What follows belongs to an exercise in optimizing a design on an open flow for small area; a production flow would make more cautious choices. At most, simulation tests tie the RTL to the original design; equivalence was not proved. For runs 1 to 3, only the layout was checked, not whether the RTL still works. Power figures rest on the tool's default switching activity, not on a simulated workload.

==> design.v <==
package pe_ctrl_pkg;
	typedef enum logic [1:0] {
		MODE_NONE    = 2'b00,
		MODE_COMPUTE = 2'b01,
		MODE_READ    = 2'b10,
		MODE_WRITE   = 2'b11  
	} work_mode_e;
	typedef enum logic [1:0] {
		ST_IDLE = 2'd0,
		ST_LOAD = 2'd1,  
		ST_RUN  = 2'd2
	} pe_state_e;
endpackage
package pe_data_pkg;
	typedef logic [36-1:0]     row_vec_t;   
	typedef logic [8-1:0] bus_byte_t;
	typedef logic [2:0]              plane_idx_t;
	typedef logic [256*6-1:0] col_vec_t;
	typedef logic [22-1:0] acc_t;
	typedef logic [32*22-1:0] acc_arr_t;  
	typedef logic [3:0] trunc_t;
	typedef logic [6:0] pe_id_t;
	typedef logic [5:0] send_idx_t;  
endpackage
`timescale 1ns/1ps
module column_accumulator
(
	input  logic        ha,
	input  logic        hb,
	input  logic        sa,
	input  logic        sb,
	input  logic        la,
	input  logic        lb,
	input  logic        x,
	input  logic [47:0] ca,        
	input  logic [47:0] cb,
	input  logic [13:0] hna,       
	input  logic [13:0] hnb,
	output logic [14:0] nt,
	output logic [13:0] hn         
);
	logic [47:0] m;     
	logic [12:0] na;
	logic        a13;
	for (genvar i = 0; i < 48; i++) begin : g_m
		if (i % 6 == 0 && i < 42) begin : g_l
			assign m[i] = ~((ca[i] & la) | (cb[i] & lb));
		end else if (i % 6 == 0) begin : g_l7
			assign m[i] = (ca[i] & la) | (cb[i] & lb);
		end else if (i < 42) begin : g_h
			assign m[i] = ~((ca[i] & sa) | (cb[i] & sb));
		end else begin : g_h7
			assign m[i] = (ca[i] & sa) | (cb[i] & sb);
		end
	end
	assign hn  = (hna & {14{ha}}) | (hnb & {14{hb}});
	assign na  = hn[12:0] ^ {13{x}};
	assign a13 = ~(hn[13] ^ x);
	logic k2;
	logic s3;
	logic k4;
	logic k6;
	logic s7;
	logic k8;
	logic s9;
	logic k10;
	logic k12;
	logic s13;
	logic k14;
	logic s15;
	logic k16;
	logic s17;
	logic k18;
	logic k20;
	logic s21;
	logic k22;
	logic s23;
	logic k24;
	logic s25;
	logic k26;
	logic s27;
	logic k28;
	logic k30;
	logic s31;
	logic k32;
	logic s33;
	logic k34;
	logic s35;
	logic k36;
	logic s37;
	logic k38;
	logic s39;
	logic k40;
	logic k42;
	logic s43;
	logic k44;
	logic s45;
	logic k46;
	logic s47;
	logic k48;
	logic s49;
	logic k50;
	logic s51;
	logic k52;
	logic k54;
	logic s55;
	logic k56;
	logic s57;
	logic k58;
	logic s59;
	logic k60;
	logic s61;
	logic k62;
	logic s63;
	logic k64;
	logic s65;
	logic k66;
	logic s68;
	logic k69;
	logic s70;
	logic k71;
	logic s72;
	logic k73;
	logic s74;
	logic k75;
	logic s76;
	logic k77;
	logic k79;
	logic s80;
	logic k81;
	logic s82;
	logic k83;
	logic s84;
	logic k85;
	logic s86;
	logic k87;
	logic k89;
	logic s90;
	logic k91;
	logic s92;
	logic k93;
	logic s94;
	logic k95;
	logic k97;
	logic s98;
	logic k99;
	logic s100;
	logic k101;
	logic k103;
	logic s104;
	logic k105;
	logic k107;
	logic k109;
	xnor_cell u_s1 (.a(m[0]), .b(na[0]), .y(nt[0]));
	or_cell u_k2 (.a(m[0]), .b(na[0]), .y(k2));
	fa_cell u_s3 (.a(m[1]), .b(m[6]), .ci(na[1]), .s(s3), .co(k4));
	xnor_cell u_s5 (.a(k2), .b(s3), .y(nt[1]));
	or_cell u_k6 (.a(k2), .b(s3), .y(k6));
	fa_cell u_s7 (.a(m[12]), .b(m[2]), .ci(m[7]), .s(s7), .co(k8));
	fa_cell u_s9 (.a(na[2]), .b(s7), .ci(k4), .s(s9), .co(k10));
	xnor_cell u_s11 (.a(k6), .b(s9), .y(nt[2]));
	or_cell u_k12 (.a(k6), .b(s9), .y(k12));
	fa_cell u_s13 (.a(m[13]), .b(m[18]), .ci(m[3]), .s(s13), .co(k14));
	fa_cell u_s15 (.a(m[8]), .b(na[3]), .ci(k8), .s(s15), .co(k16));
	fa_cell u_s17 (.a(s13), .b(s15), .ci(k10), .s(s17), .co(k18));
	xnor_cell u_s19 (.a(k12), .b(s17), .y(nt[3]));
	or_cell u_k20 (.a(k12), .b(s17), .y(k20));
	fa_cell u_s21 (.a(m[14]), .b(m[19]), .ci(m[24]), .s(s21), .co(k22));
	fa_cell u_s23 (.a(m[4]), .b(m[9]), .ci(na[4]), .s(s23), .co(k24));
	fa_cell u_s25 (.a(k14), .b(s21), .ci(s23), .s(s25), .co(k26));
	fa_cell u_s27 (.a(k16), .b(s25), .ci(k18), .s(s27), .co(k28));
	xnor_cell u_s29 (.a(k20), .b(s27), .y(nt[4]));
	or_cell u_k30 (.a(k20), .b(s27), .y(k30));
	fa_cell u_s31 (.a(m[10]), .b(m[15]), .ci(m[20]), .s(s31), .co(k32));
	fa_cell u_s33 (.a(m[25]), .b(m[30]), .ci(m[5]), .s(s33), .co(k34));
	fa_cell u_s35 (.a(na[5]), .b(k22), .ci(s31), .s(s35), .co(k36));
	fa_cell u_s37 (.a(s33), .b(k24), .ci(s35), .s(s37), .co(k38));
	fa_cell u_s39 (.a(k26), .b(s37), .ci(k28), .s(s39), .co(k40));
	xnor_cell u_s41 (.a(k30), .b(s39), .y(nt[5]));
	or_cell u_k42 (.a(k30), .b(s39), .y(k42));
	fa_cell u_s43 (.a(m[11]), .b(m[16]), .ci(m[21]), .s(s43), .co(k44));
	fa_cell u_s45 (.a(m[26]), .b(m[31]), .ci(m[36]), .s(s45), .co(k46));
	fa_cell u_s47 (.a(na[6]), .b(k32), .ci(k34), .s(s47), .co(k48));
	fa_cell u_s49 (.a(s43), .b(s45), .ci(k36), .s(s49), .co(k50));
	fa_cell u_s51 (.a(s47), .b(s49), .ci(k38), .s(s51), .co(k52));
	fa_cell u_s53 (.a(s51), .b(k40), .ci(k42), .s(nt[6]), .co(k54));
	fa_cell u_s55 (.a(m[17]), .b(m[22]), .ci(m[27]), .s(s55), .co(k56));
	fa_cell u_s57 (.a(m[32]), .b(m[37]), .ci(m[42]), .s(s57), .co(k58));
	fa_cell u_s59 (.a(na[7]), .b(k44), .ci(k46), .s(s59), .co(k60));
	fa_cell u_s61 (.a(s55), .b(s57), .ci(k48), .s(s61), .co(k62));
	fa_cell u_s63 (.a(s59), .b(k50), .ci(s61), .s(s63), .co(k64));
	fa_cell u_s65 (.a(k52), .b(s63), .ci(k54), .s(s65), .co(k66));
	assign nt[7] = ~s65;
	fa_cell u_s68 (.a(m[23]), .b(m[28]), .ci(m[33]), .s(s68), .co(k69));
	fa_cell u_s70 (.a(m[38]), .b(m[43]), .ci(na[8]), .s(s70), .co(k71));
	fa_cell u_s72 (.a(k56), .b(k58), .ci(s68), .s(s72), .co(k73));
	fa_cell u_s74 (.a(s70), .b(k60), .ci(s72), .s(s74), .co(k75));
	fa_cell u_s76 (.a(k62), .b(s74), .ci(k64), .s(s76), .co(k77));
	fa_cell u_s78 (.a(s76), .b(k66), .ci(s65), .s(nt[8]), .co(k79));
	fa_cell u_s80 (.a(m[29]), .b(m[34]), .ci(m[39]), .s(s80), .co(k81));
	fa_cell u_s82 (.a(m[44]), .b(na[9]), .ci(k69), .s(s82), .co(k83));
	fa_cell u_s84 (.a(s80), .b(k71), .ci(k73), .s(s84), .co(k85));
	fa_cell u_s86 (.a(s82), .b(s84), .ci(k75), .s(s86), .co(k87));
	fa_cell u_s88 (.a(s86), .b(k77), .ci(k79), .s(nt[9]), .co(k89));
	fa_cell u_s90 (.a(m[35]), .b(m[40]), .ci(m[45]), .s(s90), .co(k91));
	fa_cell u_s92 (.a(na[10]), .b(k81), .ci(s90), .s(s92), .co(k93));
	fa_cell u_s94 (.a(k83), .b(s92), .ci(k85), .s(s94), .co(k95));
	fa_cell u_s96 (.a(s94), .b(k87), .ci(k89), .s(nt[10]), .co(k97));
	fa_cell u_s98 (.a(m[41]), .b(m[46]), .ci(na[11]), .s(s98), .co(k99));
	fa_cell u_s100 (.a(k91), .b(s98), .ci(k93), .s(s100), .co(k101));
	fa_cell u_s102 (.a(s100), .b(k95), .ci(k97), .s(nt[11]), .co(k103));
	fa_cell u_s104 (.a(m[47]), .b(na[12]), .ci(k99), .s(s104), .co(k105));
	fa_cell u_s106 (.a(s104), .b(k101), .ci(k103), .s(nt[12]), .co(k107));
	fa_cell u_s108 (.a(a13), .b(k105), .ci(k107), .s(nt[13]), .co(k109));
	assign nt[14] = ~k109;
endmodule
module fa_cell (input logic a, b, ci, output logic s, co);
	assign s  = a ^ b ^ ci;
	assign co = (a & b) | (a & ci) | (b & ci);
endmodule
module ha_cell (input logic a, b, output logic s, co);
	assign s  = a ^ b;
	assign co = a & b;
endmodule
module xnor_cell (input logic a, b, output logic y);
	assign y = ~(a ^ b);
endmodule
module or_cell (input logic a, b, output logic y);
	assign y = a | b;
endmodule
`timescale 1ns/1ps
module ao222 (input logic a1, b1, a2, b2, a3, b3, output logic y);
	assign y = ~((a1 & b1) | (a2 & b2) | (a3 & b3));
endmodule
module ao22 (input logic a1, b1, a2, b2, output logic y);
	assign y = ~((a1 & b1) | (a2 & b2));
endmodule
module onehot_sel #(parameter int N = 32)
(
	input  logic [N-1:0] d,
	input  logic [N-1:0] s,
	output logic         y
);
	localparam int N3 = N / 3;
	localparam int R  = N % 3;
	localparam int M  = N3 + (R != 0);
	logic [M-1:0] t;
	for (genvar i = 0; i < N3; i++) begin : g3
		ao222 u (.a1(d[3*i]), .b1(s[3*i]), .a2(d[3*i+1]), .b2(s[3*i+1]),
			.a3(d[3*i+2]), .b3(s[3*i+2]), .y(t[i]));
	end
	if (R == 2) begin : g2
		ao22 u (.a1(d[3*N3]), .b1(s[3*N3]), .a2(d[3*N3+1]), .b2(s[3*N3+1]), .y(t[N3]));
	end else if (R == 1) begin : g1
		assign t[N3] = ~(d[3*N3] & s[3*N3]);
	end
	assign y = ~&t;
endmodule
module hold2 (input logic d, e, q, ne, output logic y);
	assign y = (d & e) | (q & ne);
endmodule
module hold3 (input logic q, h, a, ta, b, tb, output logic y);
	assign y = (q & h) | (a & ta) | (b & tb);
endmodule
`timescale 1ns/1ps
module pe_cell_ctrl
(
	input  logic       clk,
	input  logic       rst_n,
	input  logic       cs_n,
	input  logic       cvalid,
	input  pe_ctrl_pkg::work_mode_e work_mode,
	input  pe_data_pkg::pe_id_t     pe_id,
	input  pe_data_pkg::trunc_t     reg_data_trunc,
	input  pe_data_pkg::bus_byte_t  wdata,
	input  logic       wdata_valid,
	output logic       wdata_busy,
	output logic       pe_busy,
	output pe_data_pkg::bus_byte_t  rdata,
	output logic       rdata_valid,
	output logic       rdata_last,
	input  logic       rdata_busy,
	output pe_data_pkg::row_vec_t   xin,
	output logic       pulse_in,
	output logic       rst_pe_rram,
	input  logic       pim_ready,
	input  pe_data_pkg::col_vec_t   partial_result
);
	logic       st_load, st_run;    
	logic       rd;                 
	logic [5:0] cnt;
	logic [2:0] plane;
	logic       pim_d1, pim_d2, load_d;
	logic       idle, cmd_ok, take, xfer, pim_rise, pim_fall, start, fire, upd, p0, p7, done_p;
	assign idle       = !st_load && !st_run;
	assign cmd_ok     = !cs_n && cvalid && (work_mode[0] ^ work_mode[1]);
	assign wdata_busy = !st_load;
	assign pe_busy    = !idle;
	assign take       = wdata_valid && st_load;
	assign xfer       = rdata_valid && !rdata_busy;
	assign pim_rise   = pim_d1 & ~pim_d2;
	assign pim_fall   = pim_d2 & ~pim_d1;
	assign start      = st_run & ~load_d;
	assign fire       = start | (st_run & pim_fall & (plane != 3'd7));
	assign upd        = st_run & pim_rise;
	assign p0         = (plane == 3'd0);
	assign p7         = (plane == 3'd7);
	assign done_p     = load_d & ~rst_pe_rram & p7;
	assign rdata_valid = st_run && (!cnt[5] || !(cnt[2] || cnt[0]));
	assign rdata_last  = st_run && cnt == 6'd32;
	always_ff @(posedge clk or negedge rst_n) begin
		if (!rst_n) begin
			st_load     <= 1'b0;
			st_run      <= 1'b0;
			pim_d1      <= 1'b0;
			pim_d2      <= 1'b0;
			load_d      <= 1'b0;
			pulse_in    <= 1'b0;
			rst_pe_rram <= 1'b0;
		end else begin
			if (idle) begin
				if (cmd_ok) st_load <= 1'b1;
			end else if (st_load) begin
				if (take && cnt == 6'd35) begin
					st_load <= 1'b0;
					st_run  <= 1'b1;
				end
			end else if (cnt == 6'd33) begin
				st_run <= 1'b0;
			end
			pim_d1      <= pim_ready;
			pim_d2      <= pim_d1;
			load_d      <= st_run;
			pulse_in    <= fire;
			rst_pe_rram <= ~pim_rise;
		end
	end
	always_ff @(posedge clk) begin
		if (idle)
			rd <= work_mode[1];
		if (idle || done_p)
			cnt <= '0;
		else if (take || xfer)
			cnt <= cnt + 6'd1;
		if (fire)
			plane <= start ? 3'd0 : plane + 3'd1;
	end
	logic [35:0] bp [8];
	logic [31:0] r0;           
	logic [14:0] nt [16];      
	logic [6:0]  wa, wb;       
	for (genvar q = 0; q < 7; q++) begin : g_w
		assign wa[q] = upd && plane == 3'(q + 1);
		assign wb[q] = upd_b && plane == 3'(q + 1);
	end
	logic [35:0] bp_d [8];
	logic [31:0] r0_d;
	logic        ntake;
	logic [6:0]  ha_c, hb_c;   
	logic        r0a, r0b, nr0a, nr0b;
	assign ntake = ~take;
	assign r0a   = upd && p0;
	assign r0b   = upd_b && p0;
	assign nr0a  = ~r0a;
	assign nr0b  = ~r0b;
	for (genvar q = 0; q < 7; q++) begin : g_hc
		assign ha_c[q] = ~(take | wa[q]);
		assign hb_c[q] = ~(take | wb[q]);
	end
	for (genvar p = 0; p < 8; p++) begin : g_bp
		for (genvar r = 0; r < 36; r++) begin : g_r
			logic sh;
			if (r == 0) begin : g_in
				assign sh = wdata[p];
			end else begin : g_sh
				assign sh = bp[p][r-1];
			end
			if (p < 7 && r < 16) begin : g_a
				hold3 u_h (.q(bp[p][r]), .h(ha_c[p]), .a(sh), .ta(take), .b(nt[r][0]), .tb(wa[p]), .y(bp_d[p][r]));
			end else if (p < 7 && r < 32) begin : g_b
				hold3 u_h (.q(bp[p][r]), .h(hb_c[p]), .a(sh), .ta(take), .b(nt[r-16][0]), .tb(wb[p]), .y(bp_d[p][r]));
			end else begin : g_l
				hold2 u_h (.d(sh), .e(take), .q(bp[p][r]), .ne(ntake), .y(bp_d[p][r]));
			end
		end
	end
	for (genvar g = 0; g < 16; g++) begin : g_r0
		hold2 u_a (.d(nt[g][0]), .e(r0a), .q(r0[g]), .ne(nr0a), .y(r0_d[g]));
		hold2 u_b (.d(nt[g][0]), .e(r0b), .q(r0[g+16]), .ne(nr0b), .y(r0_d[g+16]));
	end
	always_ff @(posedge clk) begin
		for (int p = 0; p < 8; p++) bp[p] <= bp_d[p];
		r0 <= r0_d;
	end
	logic [7:0] psel;    
	for (genvar p = 0; p < 8; p++) begin : g_psel
		assign psel[p] = load_d && plane == 3'(p);
	end
	for (genvar r = 0; r < 36; r++) begin : g_xin
		logic [7:0] d;
		for (genvar p = 0; p < 8; p++) begin : g_d
			assign d[p] = bp[p][r];
		end
		onehot_sel #(.N(8)) u_sel (.d, .s(psel), .y(xin[r]));
	end
	logic [13:0] hn [32];
	logic        ha, hb, sa, sb, la, lb, x, upd_b, nupd, nupd_b;
	assign x     = p0 | p7;
	logic strm, beat_a;
	assign strm   = rdata_valid;
	assign beat_a = (!cnt[4] && cnt[3:0] != 4'd0) || cnt[4:0] == 5'd16;    
	assign ha    = (strm ? beat_a : rst_pe_rram) & ~p0;    
	assign hb    = (strm ? ~beat_a : ~rst_pe_rram) & ~p0;
	assign sa    = rst_pe_rram & ~rd;         
	assign sb    = ~rst_pe_rram & ~rd;
	assign la    = rst_pe_rram & (~rd | p0);
	assign lb    = ~rst_pe_rram & (~rd | p0);
	assign upd_b = load_d & ~rst_pe_rram;
	assign nupd   = ~upd;
	assign nupd_b = ~upd_b;
	logic [13:0] hsel [16];    
	for (genvar g = 0; g < 16; g++) begin : g_acc
		column_accumulator u_add (
			.ha, .hb, .sa, .sb, .la, .lb, .x,
			.ca(partial_result[g*48 +: 48]), .cb(partial_result[(g+16)*48 +: 48]),
			.hna(hn[g]), .hnb(hn[g+16]), .nt(nt[g]),
			.hn(hsel[g])
		);
		logic [13:0] da, db;
		for (genvar i = 0; i < 14; i++) begin : g_h
			hold2 u_a (.d(nt[g][i+1]), .e(upd), .q(hn[g][i]), .ne(nupd), .y(da[i]));
			hold2 u_b (.d(nt[g][i+1]), .e(upd_b), .q(hn[g+16][i]), .ne(nupd_b), .y(db[i]));
		end
		always_ff @(posedge clk) begin
			hn[g]    <= da;
			hn[g+16] <= db;
		end
	end
	logic [31:0] gsel;   
	logic [15:0] qsel;   
	logic [21:0] s, w;
	for (genvar g = 0; g < 32; g++) begin : g_gsel
		assign gsel[g] = cnt[4:0] == 5'((g + 1) % 32);
	end
	for (genvar g = 0; g < 16; g++) begin : g_qsel
		assign qsel[g] = cnt[3:0] == 4'((g + 1) % 16);
	end
	for (genvar b = 0; b < 14; b++) begin : g_outh
		logic [15:0] d;
		for (genvar g = 0; g < 16; g++) begin : g_d
			assign d[g] = hsel[g][b];
		end
		onehot_sel #(.N(16)) u_sel (.d, .s(qsel), .y(w[b]));
	end
	for (genvar b = 14; b < 22; b++) begin : g_outl
		logic [31:0] d;
		for (genvar g = 0; g < 32; g++) begin : g_d
			assign d[g] = b == 14 ? r0[g] : bp[b - 15][g];
		end
		onehot_sel #(.N(32)) u_sel (.d, .s(gsel), .y(w[b]));
	end
	assign s = {rd ? 14'd0 : w[13:0], w[21], ~w[20:14]};
	always_comb begin
		if (!rdata_valid)
			rdata = '0;
		else if (cnt == 6'd0)
			rdata = {1'b0, pe_id};
		else if (reg_data_trunc == 4'd15)
			rdata = s[7:0];
		else
			rdata = {s[21], s[(20 - reg_data_trunc) -: 7]};
	end
endmodule
==> flow/run.sh <==
#!/bin/bash
# The standard layout (standard.sh: synthesis to final DEF), with the port
# buffers made of the smallest buffer cell instead of the default choice,
# and no dummy loads in the clock tree.
set -euo pipefail
export BUFFER_PORTS_ARGS="-buffer_cell sky130_fd_sc_hd__buf_1"
export CTS_ARGS="-sink_clustering_enable -repair_clock_nets -dont_use_dummy_load -sink_clustering_size 22 -sink_clustering_max_diameter 100"
bash standard.sh finish > standard.log 2>&1
==> standard.sh <==
#!/bin/bash
# synth_recipe.tcl (not shown) runs the flow's synth.tcl, then flattens the netlist and writes it again
# the make line also repeats each setting of config.mk as NAME=value (left out here)
make -C /OpenROAD-flow-scripts/flow DESIGN_CONFIG=/design/flow/config.mk WORK_HOME=/design/flow/orfs CLKGATE_MAP_FILE= SYNTH_SCRIPT=/design/flow/synth_recipe.tcl "${@:-finish}"
==> config.mk <==
export PLATFORM = sky130hd
export DESIGN_NAME = pe_cell_ctrl
export DESIGN_NICKNAME = pe_cell_ctrl
export VERILOG_FILES = /design/flow/design.v
export SDC_FILE = /design/flow/constraint.sdc
export NUM_CORES = 8
export LEC_CHECK = 0
export CAP_MARGIN = 10
export CELL_PAD_IN_SITES_DETAIL_PLACEMENT = 1
export CELL_PAD_IN_SITES_GLOBAL_PLACEMENT = 2
export CORE_AREA = 2 2 638 328
export DIE_AREA = 0 0 640 330
export PLACE_DENSITY = 0.5
export SLEW_MARGIN = 10
export SYNTH_HIERARCHICAL = 1
export SYNTH_MINIMUM_KEEP_SIZE = 0
==> constraint.sdc <==
create_clock -name core_clock -period 12.5 [get_ports {clk}]
set_input_delay 2.5000 -clock core_clock [delete_from_list [all_inputs] [get_ports {clk}]]
set_output_delay 2.5000 -clock core_clock [all_outputs]
set_load 0.01 [all_outputs]
==> results_tabular.tex, run 1 <==
\begin{tabular}{lr}
\hline
Metric & Value \\
\hline
\multicolumn{2}{l}{\textbf{Run status}} \\
Status & complete, but fails checks \\
Violated checks & max-slew violations \\
\multicolumn{2}{l}{\textbf{Cells and area}} \\
Filler cell count & 23300 \\
Fraction of final layout cells with drive strength greater than 1 & 7.48\% \\
Final Net Count & 8838 \\
Area grow syn2layout & 18.7\% \\
\multicolumn{2}{l}{\textbf{Floorplan}} \\
Floorplan die area & 211000 um\^{}2 \\
Height of the chip & 330 um \\
Starting density of the core & 28.1\% \\
Die Width & 640 um \\
Core Region & 206000 um\^{}2 \\
Placement Rows & 119 \\
Number of ports placed on the die boundary & 1614 \\
\multicolumn{2}{l}{\textbf{Synthesis}} \\
Multiplexer fraction of the synthesized cell area & 0.779\% \\
Cell type with the largest total area after synthesis & sky130\_fd\_sc\_hd\_\_dfxtp\_1 \\
Number of cells produced by synthesis & 4968 \\
Fraction of synthesis flops using an asynchronous set or reset pin & 0.892\% \\
Cell with the most instances after synthesis & sky130\_fd\_sc\_hd\_\_dfxtp\_1 \\
Number of library cell types mapped by synthesis & 73 \\
Top cells by count, synth & sky130\_fd\_sc\_hd\_\_dfxtp\_1, sky130\_fd\_sc\_hd\_\_fa\_1, sky130\_fd\_sc\_hd\_\_a22oi\_1 \\
EDFF count, synth & 4 \\
Share of the synthesized area in the top cell type & 26.8\% \\
Compound-gate portion of the synthesized area & 32.0\% \\
Post-synth design cell area & 57900 um\^{}2 \\
Warnings, synthesis & 14 \\
FF+latch count, synth & 785 \\
Proportion of synthesized chip area in sequential cells & 27.3\% \\
Basic-gate share of the synthesized area counting and, or, nand and nor cells & 3.73\% \\
Synthesized-area fraction occupied by adder cells & 26.9\% \\
Largest cells by area after synthesis & sky130\_fd\_sc\_hd\_\_dfxtp\_1, sky130\_fd\_sc\_hd\_\_fa\_1, sky130\_fd\_sc\_hd\_\_a22o\_1 \\
Mean cell area of the mapped netlist & 11.6 um\^{}2 \\
Fraction of synthesized cell area in xor and xnor cells & 5.00\% \\
Post-synthesis net count & 7317 \\
Largest family of logic cells by synthesized area & compound AO/OA/AOI/OAI gates \\
Top\_reg\_cell synth & sky130\_fd\_sc\_hd\_\_dfxtp\_1 \\
\multicolumn{2}{l}{\textbf{Timing}} \\
Maximum clock frequency & 99.5 MHz \\
Final Critical Period & 10.05 ns \\
Final number of hold-violating endpoints & 0 \\
Setup total negative slack & 0 ns \\
Unrepaired setup endpoints after global routing & false \\
Final setup skew & 0.116 ns \\
Final setup violation count & 0 \\
Actual slew at the worst max-slew pin & 1.66 ns \\
Final count of pins violating max slew & 2 \\
Relative slew margins & -10.8\% \\
Fraction of the cycle the final worst path needs & 80.4\% \\
\multicolumn{2}{l}{\textbf{Placed design}} \\
Final estimated routing congestion in global placement & 1.03 \\
Half-perimeter wire length after placement & 291000 um \\
PortBufs & 1613 \\
\multicolumn{2}{l}{\textbf{Power and ir drop}} \\
Leakage dissipation & 25.7 nW \\
Maximum ir drop on the vdd rail & 0.000240 V \\
Total chip power & 0.0233 W \\
Internal power & 0.0117 W \\
Cell Pwr Density & 340 nW/um\^{}2 \\
Sequential share of power & 19.6\% \\
Combinational share of power & 73.6\% \\
Part of the power in the clock network & 6.7\% \\
Power spent charging and discharging nets & 0.0116 W \\
Sw frac & 49.6\% \\
\multicolumn{2}{l}{\textbf{Detailed routing}} \\
Mean number of vias per cell & 5.91 \\
DR pass1 iterations & 14 \\
Routed via count & 55300 \\
DRT antenna net count & 0 \\
DR WL/cell & 37.8 um \\
DRC violation count after routing & 0 \\
DRT Wirelength & 354000 um \\
DRC marker count from the first detailed-route iteration & 8145 \\
\multicolumn{2}{l}{\textbf{Global routing}} \\
Overall global routing resource usage & 32.4\% \\
Antenna violations before repair & 196 \\
Largest net degree at the start of global routing & 151 \\
Global route overflow & 0 \\
Wire length of the first global-routing pass & 476000 um \\
Vias in the first global route & 55300 \\
\multicolumn{2}{l}{\textbf{Critical path}} \\
Data arrival time at the worst-slack endpoint & 10.61 ns \\
Sort of element at the start of the critical path & flop \\
Critical Path Fanout Max & 39 \\
Type of element capturing the critical path & flop \\
Crit Path Class & flop to flop \\
Data required time at the worst endpoint & 13.05 ns \\
\multicolumn{2}{l}{\textbf{Clocking}} \\
Count of instances resized after the clock tree is built & 0 \\
Number of sinks driven by the clock tree & 785 \\
Clock insertion delay at the later pin of the skew report & 0.71 ns \\
Number of levels in the clock H-tree & 2 \\
Max Root-Sink Buffers & 3 \\
Clk pin slew, worst setup/hold paths & 0.10 ns \\
Clock tree from TritonCTS & done \\
Number of CTS-inserted buffers & 43 \\
Root buffer cell & sky130\_fd\_sc\_hd\_\_clkbuf\_16 \\
Count of hold buffers inserted by post-cts repair & 0 \\
Post-CTS Setup Bufs & 0 \\
\multicolumn{2}{l}{\textbf{Job}} \\
Number of maximum-capacitance constraint violations & 0 \\
\multicolumn{2}{l}{\textbf{Worst hold path}} \\
Class of the worst hold path & flop to flop \\
\hline
\end{tabular}
-- worst max-delay path: stages (launching register included) --
cell                      delay [ns]
sky130_fd_sc_hd__dfxtp_1        0.40
sky130_fd_sc_hd__nor2_1         0.31
sky130_fd_sc_hd__and2_1         0.79
sky130_fd_sc_hd__ha_1           0.38
sky130_fd_sc_hd__mux2i_1        0.32
sky130_fd_sc_hd__and2_4         0.65
sky130_fd_sc_hd__buf_4          0.52
sky130_fd_sc_hd__a22o_2         0.25
sky130_fd_sc_hd__xor2_1         0.08
sky130_fd_sc_hd__fa_1           0.40
sky130_fd_sc_hd__fa_1           0.41
sky130_fd_sc_hd__fa_1           0.44
sky130_fd_sc_hd__fa_1           0.41
sky130_fd_sc_hd__fa_1           0.48
sky130_fd_sc_hd__or2_1          0.26
sky130_fd_sc_hd__fa_1           0.43
sky130_fd_sc_hd__fa_1           0.50
sky130_fd_sc_hd__fa_1           0.46
sky130_fd_sc_hd__fa_1           0.42
sky130_fd_sc_hd__fa_1           0.42
sky130_fd_sc_hd__fa_1           0.41
sky130_fd_sc_hd__fa_1           0.39
sky130_fd_sc_hd__fa_1           0.46
sky130_fd_sc_hd__a22o_1         0.24
-- registers in the layout (all words and copies together) (netlist names) --
signal	cells
hn	448
pim_d2	1
load_d	1
rst_pe_rram	1
plane	3
st_run	1
pulse_in	1
pim_d1	1
r0	32
rd	1
st_load	1
cnt	6
bp	288
-- stage by stage --
| step | hold WS, ns | util [%] | instance area (um^2) | setup WS [ns] | std cells |
|---|---|---|---|---|---|
| 5_1_grt | 0.426 | 33.4 | 68600 | 2.22 | 9320 |
| 3_3_place_gp | 0.385 | 32.7 | 67300 | 2.76 | 9221 |
| 2_1_floorplan | 0.368 | - | 57900 | 0.342 | 4968 |
| 3_5_place_dp | 0.387 | 32.7 | 67300 | 2.60 | 9221 |
| 6_report | 0.407 | 33.4 | 68700 | 2.45 | 9354 |
| 4_1_cts | 0.409 | 33.3 | 68400 | 2.57 | 9264 |
-- power groups by stage --
stage | Clock, W | Sequential [W] | Combinational, W
floorplan | 0 | 0.00427 | 0.0116
global placement | 0 | 0.00458 | 0.0168
detailed placement | 0 | 0.00457 | 0.0171
CTS | 0.00161 | 0.00454 | 0.0172
global route | 0.00169 | 0.00470 | 0.0191
finish | 0.00157 | 0.00458 | 0.0172
-- worst paths after layout --
| kind | end | startpoint | slack [ns] | cells after the start |
|---|---|---|---|---|
| min in group asynchronous | st_run | rst_n | 1.69 | 1 |
| worst max register to register | hn[29][12] | cnt[2] | 2.45 | 23 |
| worst min register to register | pim_d2 | pim_d1 | 0.41 | 0 |
| max in group asynchronous | pim_d1 | rst_n | 10.51 | 1 |
| worst max-delay path | hn[29][12] | cnt[2] | 2.45 | 23 |
| worst min-delay path | pim_d2 | pim_d1 | 0.41 | 0 |
-- layout make-up --
class	count	area, um^2	area share (%)
Antenna cell	84	210	0.306
Inverter	293	1120	1.63
Multi-Input combinational cell	3641	39900	58.1
Sequential cell	785	15800	23.0
Timing Repair Buffer	1725	7110	10.4
Tap cell	2783	3480	5.07
Clock buffer	43	1080	1.57
-- placed cells by master, fill, tap and decap left out, drive strengths merged, types with 13 or more instances in the layout --
cell    count
and2       13
diode      84
or2        99
nor2       81
inv       293
fa        768
a22o      865
and3       30
clkbuf     50
nand4      32
xnor2     113
a21oi      24
a22oi     716
nand2      51
ha         17
xor2      212
nand3      53
buf      1718
dfxtp     774
a222oi    446
mux4       16
-- layer usage --
| metal | GRT usage [%] | routed length (um) | up-vias |
|---|---|---|---|
| met2 | 48.7 | 155000 | 2748 |
| li1 | - | - | 23000 |
| met3 | 5.95 | 25700 | 412 |
| met5 | 0 | 92 | - |
| met1 | 46.3 | 160000 | 29100 |
| met4 | 11.5 | 12800 | 14 |
-- modules after synthesis (local to each module, per instance), excerpt --
module,area [um^2],cells
or_cell,6.26,1
ao22,12.5,1
pe_cell_ctrl,18300,1168
fa_cell,20.0,1
ao222,10.0,1
column_accumulator,721,92
hold3,13.8,2
xnor_cell,8.76,1
hold2,8.76,1
-- kinds of logic (layout without fill, tap and decap cells) --
group                      count (synthesis)  in the layout
AOI/OAI and AO/OA                       2099           2099
and+or+nand+nor                          406            406
muxes                                     24             24
buffers and inverters                    542           2061
xor gates and xnor gates                 327            327
DFF                                      785            785
adders and majority gates                785            785
other                                      0             84
==> run 2: changes to the inputs <==
--- a/config.mk
+++ b/config.mk
@@ -7,3 +7,3 @@
 export LEC_CHECK = 0
-export CAP_MARGIN = 10
+export CAP_MARGIN = 20
 export CELL_PAD_IN_SITES_DETAIL_PLACEMENT = 1
@@ -13,3 +13,3 @@
 export PLACE_DENSITY = 0.5
-export SLEW_MARGIN = 10
+export SLEW_MARGIN = 20
 export SYNTH_HIERARCHICAL = 1
==> results_tabular.tex, run 2 <==
\begin{tabular}{lr}
\hline
Metric & Value \\
\hline
\multicolumn{2}{l}{\textbf{Clocking}} \\
Number of levels in the clock H-tree & 2 (unchanged) \\
Post-CTS Setup Bufs & 0 (unchanged) \\
Count of instances resized after the clock tree is built & 0 (unchanged) \\
Max Root-Sink Buffers & 3 (unchanged) \\
Clock tree from TritonCTS & done \\
Clock insertion delay at the later pin of the skew report & 0.71 ns (about the same) \\
Number of sinks driven by the clock tree & 785 (unchanged) \\
Clk pin slew, worst setup/hold paths & 0.11 ns (about the same) \\
Root buffer cell & sky130\_fd\_sc\_hd\_\_clkbuf\_16 \\
Number of CTS-inserted buffers & 42 (-2.3\%) \\
Count of hold buffers inserted by post-cts repair & 0 (unchanged) \\
\multicolumn{2}{l}{\textbf{Power and ir drop}} \\
Combinational share of power & 73.6\% (about the same) \\
Maximum ir drop on the vdd rail & 0.000253 V (+5.2\%) \\
Cell Pwr Density & 340 nW/um\^{}2 (about the same) \\
Part of the power in the clock network & 6.8\% (about the same) \\
Sw frac & 49.7\% (+0.085 points) \\
Power spent charging and discharging nets & 0.0116 W (+0.30\%) \\
Sequential share of power & 19.6\% (about the same) \\
Internal power & 0.0117 W (about the same) \\
Leakage dissipation & 25.7 nW (about the same) \\
\multicolumn{2}{l}{\textbf{Synthesis}} \\
EDFF count, synth & 4 (unchanged) \\
Largest cells by area after synthesis & sky130\_fd\_sc\_hd\_\_dfxtp\_1, sky130\_fd\_sc\_hd\_\_fa\_1, sky130\_fd\_sc\_hd\_\_a22o\_1 \\
Cell type with the largest total area after synthesis & sky130\_fd\_sc\_hd\_\_dfxtp\_1 \\
Share of the synthesized area in the top cell type & 26.8\% (unchanged) \\
Cell with the most instances after synthesis & sky130\_fd\_sc\_hd\_\_dfxtp\_1 \\
Top\_reg\_cell synth & sky130\_fd\_sc\_hd\_\_dfxtp\_1 \\
Post-synth design cell area & 57900 um\^{}2 (unchanged) \\
Post-synthesis net count & 7317 (unchanged) \\
FF+latch count, synth & 785 (unchanged) \\
Number of cells produced by synthesis & 4968 (unchanged) \\
Mean cell area of the mapped netlist & 11.6 um\^{}2 (unchanged) \\
Fraction of synthesis flops using an asynchronous set or reset pin & 0.892\% (unchanged) \\
Warnings, synthesis & 14 (unchanged) \\
Top cells by count, synth & sky130\_fd\_sc\_hd\_\_dfxtp\_1, sky130\_fd\_sc\_hd\_\_fa\_1, sky130\_fd\_sc\_hd\_\_a22oi\_1 \\
Number of library cell types mapped by synthesis & 73 (unchanged) \\
Proportion of synthesized chip area in sequential cells & 27.3\% (unchanged) \\
\multicolumn{2}{l}{\textbf{Timing}} \\
Hold slack & 0.412 ns (+0.00495 ns) \\
Final number of hold-violating endpoints & 0 (unchanged) \\
Final count of pins violating max slew & 0 (-2) \\
Unrepaired setup endpoints after global routing & false \\
Final setup skew & 0.0808 ns (-0.0354 ns) \\
Maximum clock frequency & 100 MHz (+0.60\%) \\
Actual slew at the worst max-slew pin & 1.41 ns (-0.250 ns) \\
Fraction of the cycle the final worst path needs & 79.9\% (-0.48 points) \\
Relative slew margins & 5.87\% (+17 points) \\
Setup total negative slack & 0 ns (unchanged) \\
Final setup violation count & 0 (unchanged) \\
Final Critical Period & 9.99 ns (-0.0601 ns) \\
\multicolumn{2}{l}{\textbf{Floorplan}} \\
Height of the chip & 330 um (unchanged) \\
Floorplan die area & 211000 um\^{}2 (unchanged) \\
Die Width & 640 um (unchanged) \\
Number of ports placed on the die boundary & 1614 (unchanged) \\
Placement Rows & 119 (unchanged) \\
Core Region & 206000 um\^{}2 (unchanged) \\
Starting density of the core & 28.1\% (unchanged) \\
\multicolumn{2}{l}{\textbf{Cells and area}} \\
Number of flip-flops under the largest register name & 448 (unchanged) \\
Reg with most FFs & hn \\
Registers with the most flip-flops & hn: 448 flops, bp: 288 flops, r0: 32 flops \\
Area grow syn2layout & 18.8\% (about the same) \\
Top library cells by usage in the layout, fill and taps aside & sky130\_fd\_sc\_hd\_\_buf\_1, sky130\_fd\_sc\_hd\_\_dfxtp\_1, sky130\_fd\_sc\_hd\_\_fa\_1, sky130\_fd\_sc\_hd\_\_a22oi\_1, sky130\_fd\_sc\_hd\_\_a22o\_1 \\
Non-filler instance count after layout & 9365 (+0.12\%) \\
Final Net Count & 8843 (+0.057\%) \\
Fraction of final layout cells with drive strength greater than 1 & 7.56\% (+0.087 points) \\
Most common cell after layout, fill and taps aside & sky130\_fd\_sc\_hd\_\_buf\_1 \\
\multicolumn{2}{l}{\textbf{Worst hold path}} \\
Class of the worst hold path & flop to flop \\
Hold Path Cell Cnt & 0 (unchanged) \\
\multicolumn{2}{l}{\textbf{Critical path}} \\
Cell breakdown of the critical path & nor2\_1, and2\_1, ha\_1, mux2i\_1, and2\_4, buf\_12, a22o\_2, xor2\_1, fa\_1, fa\_1, fa\_1, fa\_1, fa\_1, or2\_1, fa\_1, fa\_1, fa\_1, fa\_1, fa\_1, fa\_1, fa\_1, fa\_1, a22o\_1 \\
Most common cell type on the critical path & sky130\_fd\_sc\_hd\_\_fa\_1 \\
Type of element capturing the critical path & flop \\
Worst reg-to-reg path cell count & 23 (unchanged) \\
Crit Path Class & flop to flop \\
Critical path's slowest cell & sky130\_fd\_sc\_hd\_\_and2\_1 \\
Maximum cell stage delay along the critical path & 0.73 ns (-0.06 ns) \\
Data arrival time at the worst-slack endpoint & 10.53 ns (-0.08 ns) \\
Critical Path Fanout Max & 76 (+95\%) \\
Sort of element at the start of the critical path & flop \\
Data required time at the worst endpoint & 13.04 ns (about the same) \\
\multicolumn{2}{l}{\textbf{Run status}} \\
Status & timing/DRC/antenna clean \\
\multicolumn{2}{l}{\textbf{Placed design}} \\
Cells after DPL & 9228 (+0.076\%) \\
Final estimated routing congestion in global placement & 1.03 (unchanged) \\
Half-perimeter wire length after placement & 290000 um (about the same) \\
PortBufs & 1613 (unchanged) \\
\multicolumn{2}{l}{\textbf{Detailed routing}} \\
DRT Wirelength & 354000 um (+0.18\%) \\
DRT antenna net count & 0 (unchanged) \\
DR WL/cell & 37.8 um (about the same) \\
Routed via count & 55300 (+0.081\%) \\
DRC violation count after routing & 0 (unchanged) \\
DR pass1 iterations & 14 (unchanged) \\
Mean number of vias per cell & 5.91 (about the same) \\
DRC marker count from the first detailed-route iteration & 8262 (+1.4\%) \\
\multicolumn{2}{l}{\textbf{Global routing}} \\
Vias in the first global route & 55400 (+0.11\%) \\
Antenna violations before repair & 189 (-3.6\%) \\
Wire length of the first global-routing pass & 476000 um (about the same) \\
Global route overflow & 0 (unchanged) \\
Overall global routing resource usage & 32.4\% (about the same) \\
Largest net degree at the start of global routing & 151 (unchanged) \\
\multicolumn{2}{l}{\textbf{Job}} \\
Number of maximum-capacitance constraint violations & 0 (unchanged) \\
\hline
\end{tabular}
[run 2: cell counts after synthesis]
Identical to the previous run, type by type.
[run 2: layer usage]
metal	up-vias	track usage, %	wire, um
li1	23000	-	-
met1	29100	46.2	158000
met2	2792	48.8	155000
met3	439	6.33	28000
met4	14	11.0	12400
met5	-	0	258
[run 2: critical path: cells and delay by family (launching register included)]
kind                       cells  cell delay (ns)
DFF                            1             0.40
AOI/OAI and AO/OA              2             0.49
xor gates and xnor gates       1             0.08
adders and majority gates     14             5.95
and+or+nand+nor                4             1.96
muxes                          1             0.32
buffers and inverters          1             0.46
[run 2: cell families (layout without fill, tap and decap cells)]
| kind of cell | after synthesis | count (layout) | synth area share (%) |
|---|---|---|---|
| AOI/OAI and AO/OA | 2099 | 2099 | 32.0 |
| xor gates and xnor gates | 327 | 327 | 5.00 |
| adders and majority gates | 785 | 785 | 26.9 |
| buffers and inverters | 542 | 2066 | 4.23 |
| DFF | 785 | 785 | 27.3 |
| muxes | 24 | 24 | 0.779 |
| other | 0 | 90 | 0 |
| and+or+nand+nor | 406 | 406 | 3.73 |
[run 2: cell type report]
class	count	area (um^2)
fill	23300	137000
multi-input combinational	3641	39900
sequential	785	15800
timing repair buffer	1731	7140
tap	2783	3480
inverter	293	1120
clock buffer	42	1050
antenna	90	225
[run 2: power groups by stage]
stage          sequential, W  clock, W  combinational (W)
6_report             0.00458   0.00158             0.0172
5_1_grt              0.00470   0.00169             0.0191
4_1_cts              0.00454   0.00162             0.0172
3_5_place_dp         0.00458         0             0.0171
3_3_place_gp         0.00458         0             0.0168
2_1_floorplan        0.00427         0             0.0116
[run 2: Yosys stat by module (local to each module, per instance), excerpt]
| module | cells inside | cell area, um^2 | flip-flops and latches | times used |
|---|---|---|---|---|
| pe_cell_ctrl | 1168 | 18300 | 785 | 1 |
| column_accumulator | 92 | 721 | 0 | 16 |
| fa_cell | 1 | 20.0 | 0 | 768 |
| hold3 | 2 | 13.8 | 0 | 224 |
| ao22 | 1 | 12.5 | 0 | 44 |
| ao222 | 1 | 10.0 | 0 | 222 |
| hold2 | 1 | 8.76 | 0 | 544 |
| xnor_cell | 1 | 8.76 | 0 | 96 |
| or_cell | 1 | 6.26 | 0 | 96 |
[run 2: final timing paths]
check,start,to,slack [ns]
min in group asynchronous,rst_n,pim_d2,1.71
max,cnt[2],hn[8][12],2.51
max in group asynchronous,rst_n,pim_d1,10.48
max reg2reg,cnt[2],hn[8][12],2.51
min reg2reg,pim_d1,pim_d2,0.41
min,pim_d1,pim_d2,0.41
[run 2: per-stage QoR]
step / worst slack [ns] / total power, W / util, % / cell area, um^2
CTS: 2.56 / 0.0234 / 33.3 / 68400
floorplan: 0.342 / 0.0158 / - / 57900
finish: 2.51 / 0.0233 / 33.4 / 68700
global placement: 2.76 / 0.0214 / 32.7 / 67300
global route: 2.18 / 0.0255 / 33.4 / 68600
detailed placement: 2.58 / 0.0217 / 32.8 / 67400
==> run 3: changes to the inputs <==
--- a/flow/run.sh
+++ b/flow/run.sh
@@ -6,2 +6,3 @@
 export BUFFER_PORTS_ARGS="-buffer_cell sky130_fd_sc_hd__buf_1"
+export RECOVER_POWER=100
 export CTS_ARGS="-sink_clustering_enable -repair_clock_nets -dont_use_dummy_load -sink_clustering_size 22 -sink_clustering_max_diameter 100"
==> results_tabular.tex, run 3 <==
\begin{tabular}{lr}
\hline
Metric & Value \\
\hline
\multicolumn{2}{l}{\textbf{Run status}} \\
Status & complete, but fails checks \\
Violated checks & max-capacitance violations, max-slew violations \\
\multicolumn{2}{l}{\textbf{Global routing}} \\
Wire length of the first global-routing pass & 476000 um (unchanged) \\
Vias in the first global route & 55400 (unchanged) \\
Global route overflow & 0 (unchanged) \\
Overall global routing resource usage & 32.4\% (unchanged) \\
Antenna violations before repair & 187 (-1.1\%) \\
Largest net degree at the start of global routing & 151 (unchanged) \\
\multicolumn{2}{l}{\textbf{Clocking}} \\
Clock tree from TritonCTS & done \\
Clk pin slew, worst setup/hold paths & 0.11 ns (about the same) \\
Count of hold buffers inserted by post-cts repair & 0 (unchanged) \\
Number of levels in the clock H-tree & 2 (unchanged) \\
Number of sinks driven by the clock tree & 785 (unchanged) \\
Number of CTS-inserted buffers & 42 (unchanged) \\
Max Root-Sink Buffers & 3 (unchanged) \\
Count of instances resized after the clock tree is built & 0 (unchanged) \\
Root buffer cell & sky130\_fd\_sc\_hd\_\_clkbuf\_16 \\
Post-CTS Setup Bufs & 0 (unchanged) \\
Clock insertion delay at the later pin of the skew report & 0.72 ns (about the same) \\
\multicolumn{2}{l}{\textbf{Floorplan}} \\
Die Width & 640 um (unchanged) \\
Placement Rows & 119 (unchanged) \\
Height of the chip & 330 um (unchanged) \\
Core Region & 206000 um\^{}2 (unchanged) \\
Floorplan die area & 211000 um\^{}2 (unchanged) \\
Starting density of the core & 28.1\% (unchanged) \\
Number of ports placed on the die boundary & 1614 (unchanged) \\
\multicolumn{2}{l}{\textbf{Detailed routing}} \\
Routed via count & 55400 (+0.20\%) \\
Mean number of vias per cell & 5.92 (+0.24\%) \\
DR WL/cell & 37.9 um (about the same) \\
DRC marker count from the first detailed-route iteration & 8018 (-3.0\%) \\
DR pass1 iterations & 15 (+1) \\
DRT Wirelength & 354000 um (about the same) \\
DRT antenna net count & 0 (unchanged) \\
DRC violation count after routing & 0 (unchanged) \\
\multicolumn{2}{l}{\textbf{Synthesis}} \\
FF+latch count, synth & 785 (unchanged) \\
Share of the synthesized area in the top cell type & 26.8\% (unchanged) \\
Warnings, synthesis & 14 (unchanged) \\
Largest cells by area after synthesis & sky130\_fd\_sc\_hd\_\_dfxtp\_1, sky130\_fd\_sc\_hd\_\_fa\_1, sky130\_fd\_sc\_hd\_\_a22o\_1 \\
Top\_reg\_cell synth & sky130\_fd\_sc\_hd\_\_dfxtp\_1 \\
Fraction of synthesis flops using an asynchronous set or reset pin & 0.892\% (unchanged) \\
Cell type with the largest total area after synthesis & sky130\_fd\_sc\_hd\_\_dfxtp\_1 \\
Mean cell area of the mapped netlist & 11.6 um\^{}2 (unchanged) \\
Post-synth design cell area & 57900 um\^{}2 (unchanged) \\
Proportion of synthesized chip area in sequential cells & 27.3\% (unchanged) \\
Top cells by count, synth & sky130\_fd\_sc\_hd\_\_dfxtp\_1, sky130\_fd\_sc\_hd\_\_fa\_1, sky130\_fd\_sc\_hd\_\_a22oi\_1 \\
Number of library cell types mapped by synthesis & 73 (unchanged) \\
EDFF count, synth & 4 (unchanged) \\
Post-synthesis net count & 7317 (unchanged) \\
Number of cells produced by synthesis & 4968 (unchanged) \\
Cell with the most instances after synthesis & sky130\_fd\_sc\_hd\_\_dfxtp\_1 \\
\multicolumn{2}{l}{\textbf{Worst hold path}} \\
Class of the worst hold path & flop to flop \\
End point of the worst hold path & pim\_d2 \\
Hold Path Cell Cnt & 0 (unchanged) \\
Beginning of the worst hold path & pim\_d1 \\
\multicolumn{2}{l}{\textbf{Critical path}} \\
Data arrival time at the worst-slack endpoint & 10.99 ns (+0.46 ns) \\
Worst reg-to-reg path cell count & 23 (unchanged) \\
Data required time at the worst endpoint & 13.08 ns (+0.04 ns) \\
Sort of element at the start of the critical path & flop \\
Critical Path Fanout Max & 39 (-49\%) \\
Type of element capturing the critical path & flop \\
Reg2Reg Setup Slack & 2.09 ns (-0.41 ns) \\
Crit Path Class & flop to flop \\
Origin of the critical flop-to-flop path & cnt[2] \\
Capturing point of the worst reg2reg path & hn[28][12] \\
\multicolumn{2}{l}{\textbf{Timing}} \\
Hold slack & 0.414 ns (+0.00194 ns) \\
Final setup violation count & 0 (unchanged) \\
Unrepaired setup endpoints after global routing & false \\
Final Critical Period & 10.41 ns (+0.415 ns) \\
Actual slew at the worst max-slew pin & 4.06 ns (+2.65 ns) \\
Final number of hold-violating endpoints & 0 (unchanged) \\
Final setup skew & 0.0891 ns (+0.00831 ns) \\
Fraction of the cycle the final worst path needs & 83.2\% (+3.3 points) \\
Relative slew margins & -172\% (-180 points) \\
Maximum clock frequency & 96.1 MHz (-4.0\%) \\
Final count of pins violating max slew & 720 (+720) \\
Setup total negative slack & 0 ns (unchanged) \\
\multicolumn{2}{l}{\textbf{Power and ir drop}} \\
Total chip power & 0.0233 W (-0.16\%) \\
Leakage dissipation & 25.5 nW (-0.63\%) \\
Cell Pwr Density & 341 nW/um\^{}2 (+0.28\%) \\
Maximum ir drop on the vdd rail & 0.000251 V (-0.92\%) \\
\multicolumn{2}{l}{\textbf{Cells and area}} \\
Area of combinational cells with multiple inputs & 39700 um\^{}2 (-0.54\%) \\
FF+latch area & 15800 um\^{}2 (unchanged) \\
Filler cell count & 23400 (+0.13\%) \\
Number of flip-flops under the largest register name & 448 (unchanged) \\
Final Net Count & 8843 (unchanged) \\
Top library cells by usage in the layout, fill and taps aside & sky130\_fd\_sc\_hd\_\_buf\_1, sky130\_fd\_sc\_hd\_\_dfxtp\_1, sky130\_fd\_sc\_hd\_\_fa\_1, sky130\_fd\_sc\_hd\_\_a22oi\_1, sky130\_fd\_sc\_hd\_\_a22o\_1 \\
Reg with most FFs & hn \\
Post-Layout Inst Area & 68400 um\^{}2 (-0.43\%) \\
Fraction of final layout cells with drive strength greater than 1 & 6.89\% (-0.68 points) \\
Registers with the most flip-flops & hn: 448 flops, bp: 288 flops, r0: 32 flops \\
Most common cell after layout, fill and taps aside & sky130\_fd\_sc\_hd\_\_buf\_1 \\
Area grow syn2layout & 18.2\% \\
\multicolumn{2}{l}{\textbf{Placed design}} \\
PortBufs & 1613 (unchanged) \\
Area post-placement & 67400 um\^{}2 (unchanged) \\
Half-perimeter wire length after placement & 290000 um (unchanged) \\
Final estimated routing congestion in global placement & 1.03 (unchanged) \\
\multicolumn{2}{l}{\textbf{Job}} \\
Number of maximum-capacitance constraint violations & 25 (+25) \\
\hline
\end{tabular}
run 3: power by group:
group          leakage (nW)  switching (W)  internal [W]
clock                 0.518       0.000975      0.000604
combinational          18.4        0.00970       0.00745
sequential             6.56       0.000929       0.00365
total                  25.5         0.0116        0.0117
run 3: critical path, cell delays in order (launching register included):
cell	delay, ns
sky130_fd_sc_hd__dfxtp_1	0.40
sky130_fd_sc_hd__nor2_1	0.31
sky130_fd_sc_hd__and2_0	0.98
sky130_fd_sc_hd__ha_1	0.40
sky130_fd_sc_hd__mux2i_1	0.32
sky130_fd_sc_hd__and2_4	0.67
sky130_fd_sc_hd__buf_4	0.52
sky130_fd_sc_hd__a22o_1	0.48
sky130_fd_sc_hd__xor2_1	0.14
sky130_fd_sc_hd__fa_1	0.42
sky130_fd_sc_hd__fa_1	0.40
sky130_fd_sc_hd__fa_1	0.40
sky130_fd_sc_hd__fa_1	0.40
sky130_fd_sc_hd__fa_1	0.47
sky130_fd_sc_hd__or2_0	0.25
sky130_fd_sc_hd__fa_1	0.42
sky130_fd_sc_hd__fa_1	0.49
sky130_fd_sc_hd__fa_1	0.43
sky130_fd_sc_hd__fa_1	0.40
sky130_fd_sc_hd__fa_1	0.39
sky130_fd_sc_hd__fa_1	0.40
sky130_fd_sc_hd__fa_1	0.40
sky130_fd_sc_hd__fa_1	0.47
sky130_fd_sc_hd__a22o_1	0.24
run 3: layout make-up:
| cell class | count | share of cell area (%) |
|---|---|---|
| clock buffers | 42 | 1.54 |
| well taps | 2783 | 5.09 |
| inverters | 293 | 1.63 |
| repair buffers | 1731 | 10.3 |
| diodes | 86 | 0.315 |
| multi-input cells | 3641 | 58.0 |
| flip-flops and latches | 785 | 23.1 |
run 3: worst max-delay path by stage:
stage,from,to,slack (ns),cells past startpoint
2_1_floorplan,rst_pe_rram,bp[3][16],0.34,6
3_3_place_gp,cnt[0],hn[30][12],2.76,24
3_5_place_dp,cnt[0],hn[14][12],2.58,24
4_1_cts,cnt[0],hn[29][12],2.56,24
5_1_grt,cnt[2],hn[12][12],1.76,23
6_report,cnt[2],hn[28][12],2.09,23
run 3: per-layer routing:
metal | track usage [%] | vias to the layer above | wire length, um
met2 | 48.8 | 2729 | 155000
li1 | - | 23000 | -
met4 | 11.0 | 14 | 12900
met1 | 46.2 | 29300 | 159000
met5 | 0 | - | 356
met3 | 6.33 | 440 | 27200
run 3: cells by family after synthesis:
family	share of synthesized area, %
AO/OA/AOI/OAI	32.0
buffers and inverters	4.23
adder cells (fa/ha/maj)	26.9
XOR/XNOR	5.00
multiplexers	0.779
AND/OR/NAND/NOR	3.73
flip-flops	27.3
run 3: stage by stage:
| step | setup slack, ns | instances | utilization (%) |
|---|---|---|---|
| 5_1_grt | 1.76 | 9323 | 33.2 |
| 6_report | 2.09 | 9361 | 33.3 |
| 2_1_floorplan | 0.342 | 4968 | - |
| 4_1_cts | 2.56 | 9270 | 33.3 |
| 3_3_place_gp | 2.76 | 9221 | 32.7 |
| 3_5_place_dp | 2.58 | 9228 | 32.8 |
run 3: per-module statistics from Yosys (local to each module, per instance), excerpt:
module	cells	cell area (um^2)	flip-flops and latches	copies in the design
xnor_cell	1	8.76	0	96
ao22	1	12.5	0	44
hold3	2	13.8	0	224
fa_cell	1	20.0	0	768
column_accumulator	92	721	0	16
or_cell	1	6.26	0	96
pe_cell_ctrl	1168	18300	785	1
==> run 4: changes to the inputs <==
--- a/design.v
+++ b/design.v
@@ -27,4 +27,2 @@
 (
-	input  logic        ha,
-	input  logic        hb,
 	input  logic        sa,
@@ -36,6 +34,4 @@
 	input  logic [47:0] cb,
-	input  logic [13:0] hna,       
-	input  logic [13:0] hnb,
-	output logic [14:0] nt,
-	output logic [13:0] hn         
+	input  logic [13:0] hn,
+	output logic [14:0] nt
 );
@@ -55,3 +51,2 @@
 	end
-	assign hn  = (hna & {14{ha}}) | (hnb & {14{hb}});
 	assign na  = hn[12:0] ^ {13{x}};
@@ -351,2 +346,4 @@
 	logic [6:0]  wa, wb;       
+	logic        mid;
+	assign mid = xfer && cnt == 6'd16;
 	for (genvar q = 0; q < 7; q++) begin : g_w
@@ -357,13 +354,15 @@
 	logic [31:0] r0_d;
-	logic        ntake;
+	logic        ntake, tm, ntm;
 	logic [6:0]  ha_c, hb_c;   
-	logic        r0a, r0b, nr0a, nr0b;
+	logic        r0a, r0b, hr0a, nr0b;
 	assign ntake = ~take;
+	assign tm    = take | mid;        
+	assign ntm   = ~tm;
 	assign r0a   = upd && p0;
 	assign r0b   = upd_b && p0;
-	assign nr0a  = ~r0a;
+	assign hr0a  = ~(r0a | mid);
 	assign nr0b  = ~r0b;
 	for (genvar q = 0; q < 7; q++) begin : g_hc
-		assign ha_c[q] = ~(take | wa[q]);
-		assign hb_c[q] = ~(take | wb[q]);
+		assign ha_c[q] = ~(tm | wa[q]);
+		assign hb_c[q] = ~(tm | wb[q]);
 	end
@@ -377,6 +376,8 @@
 			end
-			if (p < 7 && r < 16) begin : g_a
-				hold3 u_h (.q(bp[p][r]), .h(ha_c[p]), .a(sh), .ta(take), .b(nt[r][0]), .tb(wa[p]), .y(bp_d[p][r]));
+			if (p < 7 && r < 32 && r % 2 == 1) begin : g_a
+				hold3 u_h (.q(bp[p][r]), .h(ha_c[p]), .a(sh), .ta(tm), .b(nt[r/2][0]), .tb(wa[p]), .y(bp_d[p][r]));
 			end else if (p < 7 && r < 32) begin : g_b
-				hold3 u_h (.q(bp[p][r]), .h(hb_c[p]), .a(sh), .ta(take), .b(nt[r-16][0]), .tb(wb[p]), .y(bp_d[p][r]));
+				hold3 u_h (.q(bp[p][r]), .h(hb_c[p]), .a(sh), .ta(tm), .b(nt[r/2][0]), .tb(wb[p]), .y(bp_d[p][r]));
+			end else if (p < 7) begin : g_m
+				hold2 u_h (.d(sh), .e(tm), .q(bp[p][r]), .ne(ntm), .y(bp_d[p][r]));
 			end else begin : g_l
@@ -386,5 +387,5 @@
 	end
-	for (genvar g = 0; g < 16; g++) begin : g_r0
-		hold2 u_a (.d(nt[g][0]), .e(r0a), .q(r0[g]), .ne(nr0a), .y(r0_d[g]));
-		hold2 u_b (.d(nt[g][0]), .e(r0b), .q(r0[g+16]), .ne(nr0b), .y(r0_d[g+16]));
+	for (genvar j = 0; j < 16; j++) begin : g_r0
+		hold3 u_a (.q(r0[2*j+1]), .h(hr0a), .a(r0[2*j]), .ta(mid), .b(nt[j][0]), .tb(r0a), .y(r0_d[2*j+1]));
+		hold2 u_b (.d(nt[j][0]), .e(r0b), .q(r0[2*j]), .ne(nr0b), .y(r0_d[2*j]));
 	end
@@ -405,10 +406,4 @@
 	end
-	logic [13:0] hn [32];
-	logic        ha, hb, sa, sb, la, lb, x, upd_b, nupd, nupd_b;
+	logic        sa, sb, la, lb, x, upd_b, hx_e, nhx;
 	assign x     = p0 | p7;
-	logic strm, beat_a;
-	assign strm   = rdata_valid;
-	assign beat_a = (!cnt[4] && cnt[3:0] != 4'd0) || cnt[4:0] == 5'd16;    
-	assign ha    = (strm ? beat_a : rst_pe_rram) & ~p0;    
-	assign hb    = (strm ? ~beat_a : ~rst_pe_rram) & ~p0;
 	assign sa    = rst_pe_rram & ~rd;         
@@ -418,35 +413,37 @@
 	assign upd_b = load_d & ~rst_pe_rram;
-	assign nupd   = ~upd;
-	assign nupd_b = ~upd_b;
-	logic [13:0] hsel [16];    
+	logic [13:0] hx [16];
+	logic [13:0] hy [16];
+	assign hx_e = upd | upd_b | mid;
+	assign nhx  = ~(upd | upd_b | mid | start);
 	for (genvar g = 0; g < 16; g++) begin : g_acc
 		column_accumulator u_add (
-			.ha, .hb, .sa, .sb, .la, .lb, .x,
+			.sa, .sb, .la, .lb, .x,
 			.ca(partial_result[g*48 +: 48]), .cb(partial_result[(g+16)*48 +: 48]),
-			.hna(hn[g]), .hnb(hn[g+16]), .nt(nt[g]),
-			.hn(hsel[g])
+			.hn(hx[g]), .nt(nt[g])
 		);
-		logic [13:0] da, db;
+		logic [13:0] dx, dy;
 		for (genvar i = 0; i < 14; i++) begin : g_h
-			hold2 u_a (.d(nt[g][i+1]), .e(upd), .q(hn[g][i]), .ne(nupd), .y(da[i]));
-			hold2 u_b (.d(nt[g][i+1]), .e(upd_b), .q(hn[g+16][i]), .ne(nupd_b), .y(db[i]));
+			hold2 u_x (.d(hy[g][i]), .e(hx_e), .q(hx[g][i]), .ne(nhx), .y(dx[i]));
+			hold2 u_y (.d(nt[g][i+1]), .e(hx_e), .q(hy[g][i]), .ne(nhx), .y(dy[i]));
 		end
 		always_ff @(posedge clk) begin
-			hn[g]    <= da;
-			hn[g+16] <= db;
+			hx[g] <= dx;
+			hy[g] <= dy;
 		end
 	end
-	logic [31:0] gsel;   
 	logic [15:0] qsel;   
 	logic [21:0] s, w;
-	for (genvar g = 0; g < 32; g++) begin : g_gsel
-		assign gsel[g] = cnt[4:0] == 5'((g + 1) % 32);
+	for (genvar j = 0; j < 16; j++) begin : g_qsel
+		assign qsel[j] = cnt[3:0] == 4'((j + 1) % 16);
 	end
-	for (genvar g = 0; g < 16; g++) begin : g_qsel
-		assign qsel[g] = cnt[3:0] == 4'((g + 1) % 16);
-	end
-	for (genvar b = 0; b < 14; b++) begin : g_outh
+	for (genvar b = 0; b < 22; b++) begin : g_out
 		logic [15:0] d;
-		for (genvar g = 0; g < 16; g++) begin : g_d
-			assign d[g] = hsel[g][b];
+		for (genvar j = 0; j < 16; j++) begin : g_d
+			if (b < 14) begin : g_h
+				assign d[j] = hx[j][b];
+			end else if (b == 14) begin : g_0
+				assign d[j] = r0[2*j+1];
+			end else begin : g_l
+				assign d[j] = bp[b - 15][2*j+1];
+			end
 		end
@@ -454,9 +451,2 @@
 	end
-	for (genvar b = 14; b < 22; b++) begin : g_outl
-		logic [31:0] d;
-		for (genvar g = 0; g < 32; g++) begin : g_d
-			assign d[g] = b == 14 ? r0[g] : bp[b - 15][g];
-		end
-		onehot_sel #(.N(32)) u_sel (.d, .s(gsel), .y(w[b]));
-	end
 	assign s = {rd ? 14'd0 : w[13:0], w[21], ~w[20:14]};
--- a/flow/run.sh
+++ b/flow/run.sh
@@ -6,3 +6,2 @@
 export BUFFER_PORTS_ARGS="-buffer_cell sky130_fd_sc_hd__buf_1"
-export RECOVER_POWER=100
 export CTS_ARGS="-sink_clustering_enable -repair_clock_nets -dont_use_dummy_load -sink_clustering_size 22 -sink_clustering_max_diameter 100"
--- a/config.mk
+++ b/config.mk
@@ -10,5 +10,5 @@
 export CELL_PAD_IN_SITES_GLOBAL_PLACEMENT = 2
-export CORE_AREA = 2 2 638 328
-export DIE_AREA = 0 0 640 330
-export PLACE_DENSITY = 0.5
+export CORE_AREA = 2 2 718 398
+export DIE_AREA = 0 0 720 400
+export PLACE_DENSITY = 0.4
 export SLEW_MARGIN = 20
==> results_tabular.tex, run 4 <==
\begin{tabular}{lr}
\hline
Metric & Value \\
\hline
\multicolumn{2}{l}{\textbf{Timing}} \\
PnR worst setup slack & 3.65 ns (+1.56 ns) \\
Final count of pins violating max slew & 0 (-100\%) \\
Maximum clock frequency & 113 MHz (+18\%) \\
Actual slew at the worst max-slew pin & 1.15 ns (-2.91 ns) \\
Fraction of the cycle the final worst path needs & 70.8\% (-12 points) \\
Relative slew margins & 23.4\% (+200 points) \\
Final number of hold-violating endpoints & 0 (unchanged) \\
\multicolumn{2}{l}{\textbf{Synthesis}} \\
EDFF count, synth & 4 (unchanged) \\
Top cells by count, synth & sky130\_fd\_sc\_hd\_\_dfxtp\_1, sky130\_fd\_sc\_hd\_\_fa\_1, sky130\_fd\_sc\_hd\_\_a22oi\_1 \\
Fraction of synthesis flops using an asynchronous set or reset pin & 0.892\% (unchanged) \\
Number of cells produced by synthesis & 4620 (-7.0\%) \\
Share of the synthesized area in the top cell type & 28.3\% (+1.5 points) \\
Proportion of synthesized chip area in sequential cells & 28.8\% (+1.5 points) \\
\multicolumn{2}{l}{\textbf{Run status}} \\
Status & timing/DRC/antenna clean \\
\multicolumn{2}{l}{\textbf{Floorplan}} \\
Number of ports placed on the die boundary & 1614 (unchanged) \\
Height of the chip & 400 um (+21\%) \\
Floorplan die area & 288000 um\^{}2 (+36\%) \\
Die Width & 720 um (+13\%) \\
Starting density of the core & 19.4\% (-8.7 points) \\
\multicolumn{2}{l}{\textbf{Clocking}} \\
Max Root-Sink Buffers & 3 (unchanged) \\
Post-CTS Setup Bufs & 0 (unchanged) \\
Clock insertion delay at the later pin of the skew report & 0.71 ns (about the same) \\
Clock tree from TritonCTS & done \\
\multicolumn{2}{l}{\textbf{Cells and area}} \\
Top library cells by usage in the layout, fill and taps aside & sky130\_fd\_sc\_hd\_\_buf\_1, sky130\_fd\_sc\_hd\_\_dfxtp\_1, sky130\_fd\_sc\_hd\_\_fa\_1, sky130\_fd\_sc\_hd\_\_a22oi\_1, sky130\_fd\_sc\_hd\_\_a22o\_1 \\
Area of combinational cells with multiple inputs & 36900 um\^{}2 (-7.0\%) \\
Reg with most FFs & bp \\
Registers with the most flip-flops & bp: 288 flops, hx: 224 flops, hy: 224 flops \\
\multicolumn{2}{l}{\textbf{Critical path}} \\
Crit Path Class & input pin to primary output \\
Sort of element at the start of the critical path & input pin \\
Data arrival time at the worst-slack endpoint & 6.35 ns (-4.64 ns) \\
Type of element capturing the critical path & primary output \\
\multicolumn{2}{l}{\textbf{Global routing}} \\
Largest net degree at the start of global routing & 181 (+20\%) \\
Vias in the first global route & 52200 (-5.8\%) \\
Overall global routing resource usage & 20.9\% (-11 points) \\
\multicolumn{2}{l}{\textbf{Placed design}} \\
Minimum setup slack after placement & 3.12 ns (+0.543 ns) \\
Final estimated routing congestion in global placement & 0.921 (-11\%) \\
Half-perimeter wire length after placement & 249000 um (-14\%) \\
PortBufs & 1613 (unchanged) \\
\multicolumn{2}{l}{\textbf{Detailed routing}} \\
Routed via count & 49000 (-12\%) \\
Total length of routed met2 wires & 142000 um (-8.1\%) \\
DR WL/cell & 31.3 um (-17\%) \\
Sum of met3 wire segment lengths after detailed routing & 14000 um (-49\%) \\
Uppermost layer routed & met5 \\
DRT antenna net count & 0 (unchanged) \\
DRC marker count from the first detailed-route iteration & 5045 (-37\%) \\
M1 WL & 152000 um (-4.5\%) \\
\multicolumn{2}{l}{\textbf{Power and ir drop}} \\
Maximum ir drop on the vdd rail & 0.000203 V (-19\%) \\
Cell Pwr Density & 297 nW/um\^{}2 (-13\%) \\
Leakage dissipation & 24.1 nW (-5.4\%) \\
\hline
\end{tabular}
==> run 4: cell type report <==
cell class / instances / area share, %
multi-input cells: 3327 / 55.4
flip-flops and latches: 785 / 23.7
repair buffers: 1722 / 10.6
well taps: 3748 / 7.04
clock buffers: 44 / 1.65
inverters: 292 / 1.64
diodes: 15 / 0.0563
==> run 4: cell families (layout without fill, tap and decap cells) <==
group           Yosys count  in the layout  synth area share [%]
compound gates         1814           1814                  28.4
xor+xnor                331            331                  5.33
fa+ha+maj               781            781                  28.3
buf+inv                 508           2058                  4.60
flops                   785            785                  28.8
mux                      27             27                 0.890
other cells               0             15                     0
simple gates            374            374                  3.63
==> run 4: path summary, 6_finish.rpt <==
kind,to,start,cells after the start,slack [ns]
setup / recovery,rdata[6],reg_data_trunc[0],11,3.65
hold / removal,hx[15][12],hy[15][12],1,0.45
max in group asynchronous,pim_d2,rst_n,1,10.44
setup reg to reg,hy[12][12],plane[0],21,3.66
min in group asynchronous,pim_d1,rst_n,1,1.76
hold reg to reg,hx[15][12],hy[15][12],1,0.45
==> run 4: Yosys stat by module (local to each module, per instance), a selection <==
module              copies in the design  cells
ao222                                182      1
hold3                                240      2
column_accumulator                    16     76
pe_cell_ctrl                           1   1116
or_cell                               96      1
xnor_cell                             96      1
ao22                                  36      1
hold2                                528      1
fa_cell                              768      1
==> run 4: per-layer routing <==
| metal | vias up | GRT usage (%) |
|---|---|---|
| met1 | 26100 | 31.2 |
| met2 | 1423 | 33.3 |
| met3 | 171 | 2.44 |
| met4 | 8 | 2.08 |
| met5 | - | 0.165 |
| li1 | 21300 | - |
==> run 4: metrics by stage <==
step                cells  instance area [um^2]  total power (W)  util [%]
global placement     9873                 65500           0.0186      23.2
detailed placement   9874                 65500           0.0186      23.2
finish               9933                 66600           0.0198      23.6
global route         9923                 66600           0.0222      23.6
CTS                  9918                 66600           0.0204      23.6
floorplan            4620                 54900           0.0133         -
==> run 4: report_power, final <==
group	internal (W)	switching (W)	total, W	leakage (nW)
Sequential	0.00358	0.00115	0.00474	6.53
Combinational	0.00609	0.00739	0.0135	17.1
Clock	0.000630	0.000978	0.00161	0.542
Total	0.0103	0.00952	0.0198	24.1
==> run 4: worst max-delay path, cell delays in order <==
cell and delay (ns):
sky130_fd_sc_hd__clkbuf_2 0.64, sky130_fd_sc_hd__inv_2 0.25, sky130_fd_sc_hd__ha_1 0.36, sky130_fd_sc_hd__buf_4 0.40, sky130_fd_sc_hd__mux2i_1 0.16, sky130_fd_sc_hd__o21ai_2 0.22
sky130_fd_sc_hd__xor2_2 0.67, sky130_fd_sc_hd__nand2_1 0.32, sky130_fd_sc_hd__o21a_1 0.26, sky130_fd_sc_hd__a211oi_1 0.22, sky130_fd_sc_hd__buf_1 0.33

Setup slack of run 4, layout unchanged: 3.654 ns with ideal ports, 3.503 ns with driving cells assumed (clock clkbuf_16, inputs buf_2), 3.250 ns with port delays also shifted by the 0.750 ns mid clock arrival.
